From an optimization exercise on the open Yosys and OpenROAD flow, aimed at a short achievable clock period and few clock cycles; shortcuts taken in it are not production practice. Only simulation tests tie the RTL to the original design; equivalence was not proved. Power and IR drop assume default switching activity.

[flow/run.sh]
#!/bin/bash
# synth_recipe.tcl (not shown) runs the flow's synth.tcl, then flattens the netlist and writes it again
# the make line also repeats each setting of config.mk as NAME=value (left out here)
make -C /OpenROAD-flow-scripts/flow DESIGN_CONFIG=/design/flow/config.mk WORK_HOME=/design/flow/orfs CLKGATE_MAP_FILE= SYNTH_SCRIPT=/design/flow/synth_recipe.tcl finish
[flow/config.mk]
export PLATFORM = sky130hd
export DESIGN_NAME = cacheTop
export DESIGN_NICKNAME = cacheTop
export VERILOG_FILES = /design/flow/design.v
export SDC_FILE = /design/flow/constraint.sdc
export NUM_CORES = 4
export LEC_CHECK = 0
export CAP_MARGIN = 20
export CORE_MARGIN = 2
export CORE_UTILIZATION = 45
export PLACE_DENSITY = 0.6
export SETUP_SLACK_MARGIN = 4.0
export SLEW_MARGIN = 20
export TNS_END_PERCENT = 100
[flow/constraint.sdc]
create_clock -name core_clock -period 7.0 [get_ports {clk}]
set_input_delay 1.4000 -clock core_clock [delete_from_list [all_inputs] [get_ports {clk}]]
set_output_delay 1.4000 -clock core_clock [all_outputs]
set_load 0.01 [all_outputs]
[flow/design.v]
package cachePkg;
	localparam int lineCount = 64;
	localparam int indexWidth = 6;
	localparam int tagWidth = 7;
	localparam int adrWidth = 13;  
	localparam int laneCount = 8;
	localparam int dataWidth = 64;
endpackage
import cachePkg::*;
module busControl
(
	input  logic                  clk,
	input  logic                  reset,
	input  logic                  cyc,
	input  logic                  stb,
	input  logic                  we,
	output logic [dataWidth-1:0]  datOut,
	output logic                  ack,
	output logic                  err,
	input  logic                  hit,
	input  logic [dataWidth-1:0]  lineData,
	output logic                  writeEn,
	output logic                  heldHit
);
	logic request;
	logic lookup;      
	logic second;      
	logic secondHit;   
	logic secondMiss;  
	assign request = cyc && stb;
	assign lookup = request && !we && !second && !reset;
	always_ff @(posedge clk)
	begin
		second <= lookup;
		secondHit <= lookup && hit;
		secondMiss <= lookup && !hit;
	end
	always_ff @(posedge clk)
	begin
		heldHit <= hit;
		datOut <= lineData;
	end
	assign writeEn = request && we && !reset;
	assign ack = request && (we || secondHit);
	assign err = request && secondMiss;
endmodule
import cachePkg::*;
module tagStore
(
	input  logic                  clk,
	input  logic                  reset,
	input  logic [indexWidth-1:0] reqIndex,
	input  logic [lineCount-1:0]  lineSel,
	input  logic [tagWidth-1:0]   reqTag,
	input  logic                  tagWrite,
	output logic                  hit
);
	logic [lineCount-1:0][tagWidth-1:0] tags;
	logic [lineCount-1:0] valid;
	logic [lineCount-1:0] match;
	always_ff @(posedge clk)
	begin
		if (reset)
			valid <= '0;
		else if (tagWrite)
			valid <= valid | lineSel;
	end
	for (genvar line = 0; line < lineCount; line++)
	begin : lineGen
		always_ff @(posedge clk)
		begin
			if (tagWrite && lineSel[line])
				tags[line] <= reqTag;
		end
	end
	always_comb
	begin
		for (int line = 0; line < lineCount; line++)
			match[line] = valid[line] && (tags[line] == reqTag);
	end
	assign hit = match[reqIndex];
endmodule
import cachePkg::*;
module dataStore
(
	input  logic                  clk,
	input  logic                  reset,
	input  logic [indexWidth-1:0] reqIndex,
	input  logic [lineCount-1:0]  lineSel,
	input  logic                  writeEn,
	input  logic                  heldHit,  
	input  logic [laneCount-1:0]  sel,
	input  logic [dataWidth-1:0]  writeData,
	output logic [dataWidth-1:0]  lineData
);
	localparam int laneWidth = dataWidth / laneCount;
	logic [lineCount-1:0][dataWidth-1:0] lines;
	logic [lineCount-1:0][laneCount-1:0] laneValid;
	logic                  pendValid;
	logic [lineCount-1:0]  pendLine;  
	logic [indexWidth-1:0] pendIndex;
	logic [laneCount-1:0]  pendSel;
	logic [dataWidth-1:0]  pendData;
	logic [dataWidth-1:0]  readLanes;
	logic [laneCount-1:0]  readValid;
	logic                  forward;
	logic [laneCount-1:0]  forwardLane;
	logic [laneCount-1:0]  laneMask;
	always_ff @(posedge clk)
	begin
		if (reset)
		begin
			pendValid <= 1'b0;
			pendLine <= '0;
		end
		else
		begin
			pendValid <= writeEn;
			pendLine <= writeEn ? lineSel : '0;
		end
		if (writeEn)
		begin
			pendIndex <= reqIndex;
			pendSel <= sel;
			pendData <= writeData;
		end
	end
	for (genvar line = 0; line < lineCount; line++)
	begin : lineGen
		for (genvar lane = 0; lane < laneCount; lane++)
		begin : laneGen
			always_ff @(posedge clk)
			begin
				if (pendLine[line] && pendSel[lane])
					lines[line][lane*laneWidth +: laneWidth] <= pendData[lane*laneWidth +: laneWidth];
			end
		end
	end
	for (genvar line = 0; line < lineCount; line++)
	begin : validGen
		always_ff @(posedge clk)
		begin
			if (pendLine[line])
				laneValid[line] <= pendSel | (heldHit ? laneValid[line] : '0);
		end
	end
	assign readLanes = lines[reqIndex];
	assign readValid = laneValid[reqIndex];
	assign forward = pendValid && pendIndex == reqIndex;
	assign forwardLane = forward ? pendSel : '0;
	assign laneMask = readValid & ~forwardLane & ((forward && !heldHit) ? '0 : '1);
	always_comb
	begin
		for (int lane = 0; lane < laneCount; lane++)
			lineData[lane*laneWidth +: laneWidth] =
				(readLanes[lane*laneWidth +: laneWidth] & {laneWidth{laneMask[lane]}}) |
				(pendData[lane*laneWidth +: laneWidth] & {laneWidth{forwardLane[lane]}});
	end
endmodule
import cachePkg::*;
module cacheTop
(
	input  logic                 clk,
	input  logic                 reset,
	input  logic                 cyc,
	input  logic                 stb,
	input  logic                 we,
	input  logic [adrWidth-1:0]  adr,
	input  logic [laneCount-1:0] sel,
	input  logic [dataWidth-1:0] datIn,
	output logic [dataWidth-1:0] datOut,
	output logic                 ack,
	output logic                 err
);
	logic writeEn;
	logic hit;
	logic heldHit;
	logic [dataWidth-1:0] lineData;
	logic [lineCount-1:0] lineSel;
	always_comb
	begin
		for (int line = 0; line < lineCount; line++)
			lineSel[line] = (adr[indexWidth-1:0] == line);
	end
	busControl control
	(
		.clk      (clk),
		.reset    (reset),
		.cyc      (cyc),
		.stb      (stb),
		.we       (we),
		.datOut   (datOut),
		.lineData (lineData),
		.ack      (ack),
		.err      (err),
		.hit      (hit),
		.writeEn  (writeEn),
		.heldHit  (heldHit)
	);
	tagStore tags
	(
		.clk      (clk),
		.reset    (reset),
		.reqIndex (adr[indexWidth-1:0]),
		.lineSel  (lineSel),
		.reqTag   (adr[adrWidth-1:indexWidth]),
		.tagWrite (writeEn),
		.hit      (hit)
	);
	dataStore data
	(
		.clk       (clk),
		.lineSel   (lineSel),
		.writeEn   (writeEn),
		.reset     (reset),
		.reqIndex  (adr[indexWidth-1:0]),
		.heldHit   (heldHit),
		.sel       (sel),
		.writeData (datIn),
		.lineData  (lineData)
	);
endmodule
==> notes.md <==
## cell families after synthesis
logic type,after synthesis
AOI/OAI and AO/OA,588
DFF,5331
and+or+nand+nor,1175
xor gates and xnor gates,454
buffers and inverters,598
muxes,1520
## cell usage in the layout (no fill, tap or decap), types with 28 or more instances in the layout
cell type	count
edfxtp_1	5134
mux4_2	1504
clkbuf_16	631
and2_1	515
a21o_1	512
xnor2_1	322
buf_4	217
nor2_1	193
nand2_1	138
clkbuf_1	137
xor2_1	131
diode_2	127
clkinv_1	107
buf_6	92
buf_16	86
clkinv_2	77
dfxtp_2	73
clkdlybuf4s50_1	72
nor4_1	69
dfxtp_1	67
nand3_1	66
nand4_1	65
dfxtp_4	57
nor2_2	41
bufinv_16	36
buf_12	34
o21ai_1	28
## layer usage
metal,GRT usage [%],up-vias
met4,6.93,24
met5,0,-
met1,34.2,55966
met3,3.95,880
met2,37.8,5419
li1,-,41220
## metrics by stage
stage | hold slack, ns | worst slack (ns) | utilization [%] | instance area [um^2]
final | 0.415 | 3.82 | 52.3 | 242000
after floorplan | 0.387 | 2.07 | - | 210000
after CTS | 0.419 | 3.82 | 51.7 | 240000
after global routing | 0.450 | 3.81 | 52.2 | 242000
after detailed placement | 0.411 | 1.63 | 47.2 | 219000
after global placement | 0.411 | 1.17 | 47.2 | 219000
## sequential cells by signal (all words and copies together) (netlist names), 6 cells and up
register and flops:
control.datOut 64, data.lines 4096, data.pendIndex 6, data.laneValid 512, data.pendData 64, data.pendLine 64
tags.tags 448, tags.valid 64, data.pendSel 8
## power groups by stage
stage                     sequential, mW  combinational (mW)  clock (mW)
after detailed placement            35.6                3.06           0
final                               35.0                3.51        29.1
after global placement              35.6                3.00           0
after global routing                34.9                3.67        30.7
after floorplan                     35.7                1.83           0
after CTS                           35.0                3.33        29.5
## final cells by class
class	instances	area [um^2]	area share [%]
sequential	5331	158000	65.4
multi-input combinational	3737	49300	20.3
clock buffer	728	15100	6.24
timing repair buffer	588	8540	3.53
tap	6174	7720	3.19
clock inverter	277	2760	1.14
antenna	127	318	0.131
inverter	2	7.51	0.00310
## worst max-delay path: stages
cell and delay, ns:
buf_8 0.10, and3_4 0.16, buf_6 0.11
## how the worst max path moves through the flow
| stage | start | cells after the start | to |
|---|---|---|---|
| after floorplan | cyc | 5 | tags.tags[385] |
| after global placement | adr[0] | 12 | control.datOut[37] |
| after detailed placement | adr[0] | 9 | control.datOut[42] |
| after CTS | stb | 3 | err |
| after global routing | cyc | 3 | err |
| final | cyc | 3 | err |
## repair_timing
item	in CTS	in global routing
setup buffers	23	47
pin swaps	4	10
cloned	49	62
setup endpoints to repair	925	505
gates resized for setup	667	140
==> notes.md <==
simple-gate share of the synthesized area=between 2 and 3%; Clock Skew=roughly 0.064 ns; Routability Congestion=roughly 0.8; first-pass GRT wire length=around 800 mm; drt total wl=between 500 and 600 mm; fillers=approximately 36000; PortBufs=155; Sw Share=a little over a fifth; Min-Delay Path Class=register to register; initial core utilization=a little under half; post-synthesis adder-cell area fraction=0%; Max Used Layer=met5; Inserted Clock Buffers=560; Post-synth ARST share=0%; TritonCTS clock tree=yes; Final min period=between 3 and 4 ns; post-synthesis mux area share=between 10% and 20%; Cell Rows=between 200 and 300; Final Max Slew Viols=0; Seq/Total Area, Yosys=75.6%; Hold-fix buffers, CTS=0; Iter 0 DRT Violations=around 15000; Chip Height=roughly 690 um; dominant synthesized flop cell=edfxtp_1; Post-Synth XOR/XNOR Area=around 1.9%; Compound-Gate Fraction of Synth Area=under 10%; DRT antenna net count=0; WHS Path Cells=1; Overall Power=roughly 68 mW; Clk pwr share=a little over two fifths; worst-path maximum fanout=2; maximum vdd drop=~0.00027 V; Synth top area share=73.7%; Residual DRC=0; status=finished clean; crit path kind=input port to primary output; I/O pins=156; fin nets=~10000; dpl hpwl=between 300 and 400 mm; synthesized cell area=roughly 0.21 mm^2; initial antenna violation count=80; M1 WL=~230 mm; Worst Path Required=~5.6 ns; Cell Int Power=about 53 mW; largest net degree at the start of global routing=~240; Max transition margin=22.0%; Seq cells post-synth=approximately 5300; Final Hold Vio Count=0; Worst-Skew Late Latency=approximately 1.1 ns; Vias=about 100k; H-Tree Depth=6; per-cell routed wire length=about 34 um; gr ovfl total=0; CP arrival=between 1.5 and 2 ns; Final period util=between 40% and 50%; Clock Sinks=around 5300; clock slew at reported path FFs=around 0.060 ns; RSZ-0062 raised after global routing=yes; via density per instance=about 6.1; reg2reg path depth=4; mean post-synth cell area=between 20 and 25 um^2; area grow syn2layout=15.7%; met3 routed WL=approximately 55 mm; Worst setup SP type=input port; Final Non-Filler Cells=between 15000 and 20000; fmax=315 MHz; power density over the cells=about 280 mW/mm^2; Distinct cells, synth=37; Comb power frac=5.2%; CP Capture Type=primary output; vias in the first global route=102201; Synth top cells by count=edfxtp_1 (5134), mux4_2 (1504), and2_1 (523); Setup-failing EPs final=0; Worst Hold End=control.second; switching pwr=about 14 mW; Leak=~78 nW; Max-cap violations=0; Slew @ Worst Pin=~1.2 ns; cell taking the most area after synthesis=edfxtp_1; Root Buffer=clkbuf_16; Clock Tree Buf Depth=4; gate count after technology mapping=9666; main combinational cell family by area after synthesis=multiplexers; count leader, synth=edfxtp_1; min-delay src=control.second; warnings from Yosys=4; RR Endpoint=data.laneValid[264]; gr usage total=a little under a quarter; die area=0.470 mm^2; TNS Setup=0 ns; Reg-to-Reg Start=control.heldHit; drt first pass iters=6; ratio of cells with drive above 1 in the final layout=approximately 29%; Post-synth EDFFs=about 5100; DR WL met2=roughly 280 mm; placed cell count=15650; r2r setup slk=~4.3 ns; die width=686 um; top cells by area, synth=edfxtp_1 (74%), mux4_2 (16%), dfxtp_1 (1.9%); CORE AREA=~0.46 mm^2; Synthesized Nets=9756; sequential fraction of design power=around half
Testbench counts, summed over its fixed seeds: cycles 18,001.

-- separate check: timing with driven ports --
No port has a modelled driver above. Below, the same layout with a new extraction and two added sets of constraints. Step 1: set_driving_cell puts a clkbuf_16 on clk and a buf_2 on each other input, an assumption about the parent block. Step 2 also shifts input and output timing later by t, the mid clock arrival at the registers, as if the neighbouring blocks saw the same clock. a / b / c = ideal ports / drivers / drivers and shift; a / b = the first two.
t (ns): 1.171
slack for setup (ns): 3.821 / 3.477 / 2.305
worst setup path after step 2: input to register
cell pins on the clock port's net: 1
After both steps this run still meets setup and hold. For this run, drivers alone change the setup slack by -0.344 ns; drivers and shift together by -1.516 ns.
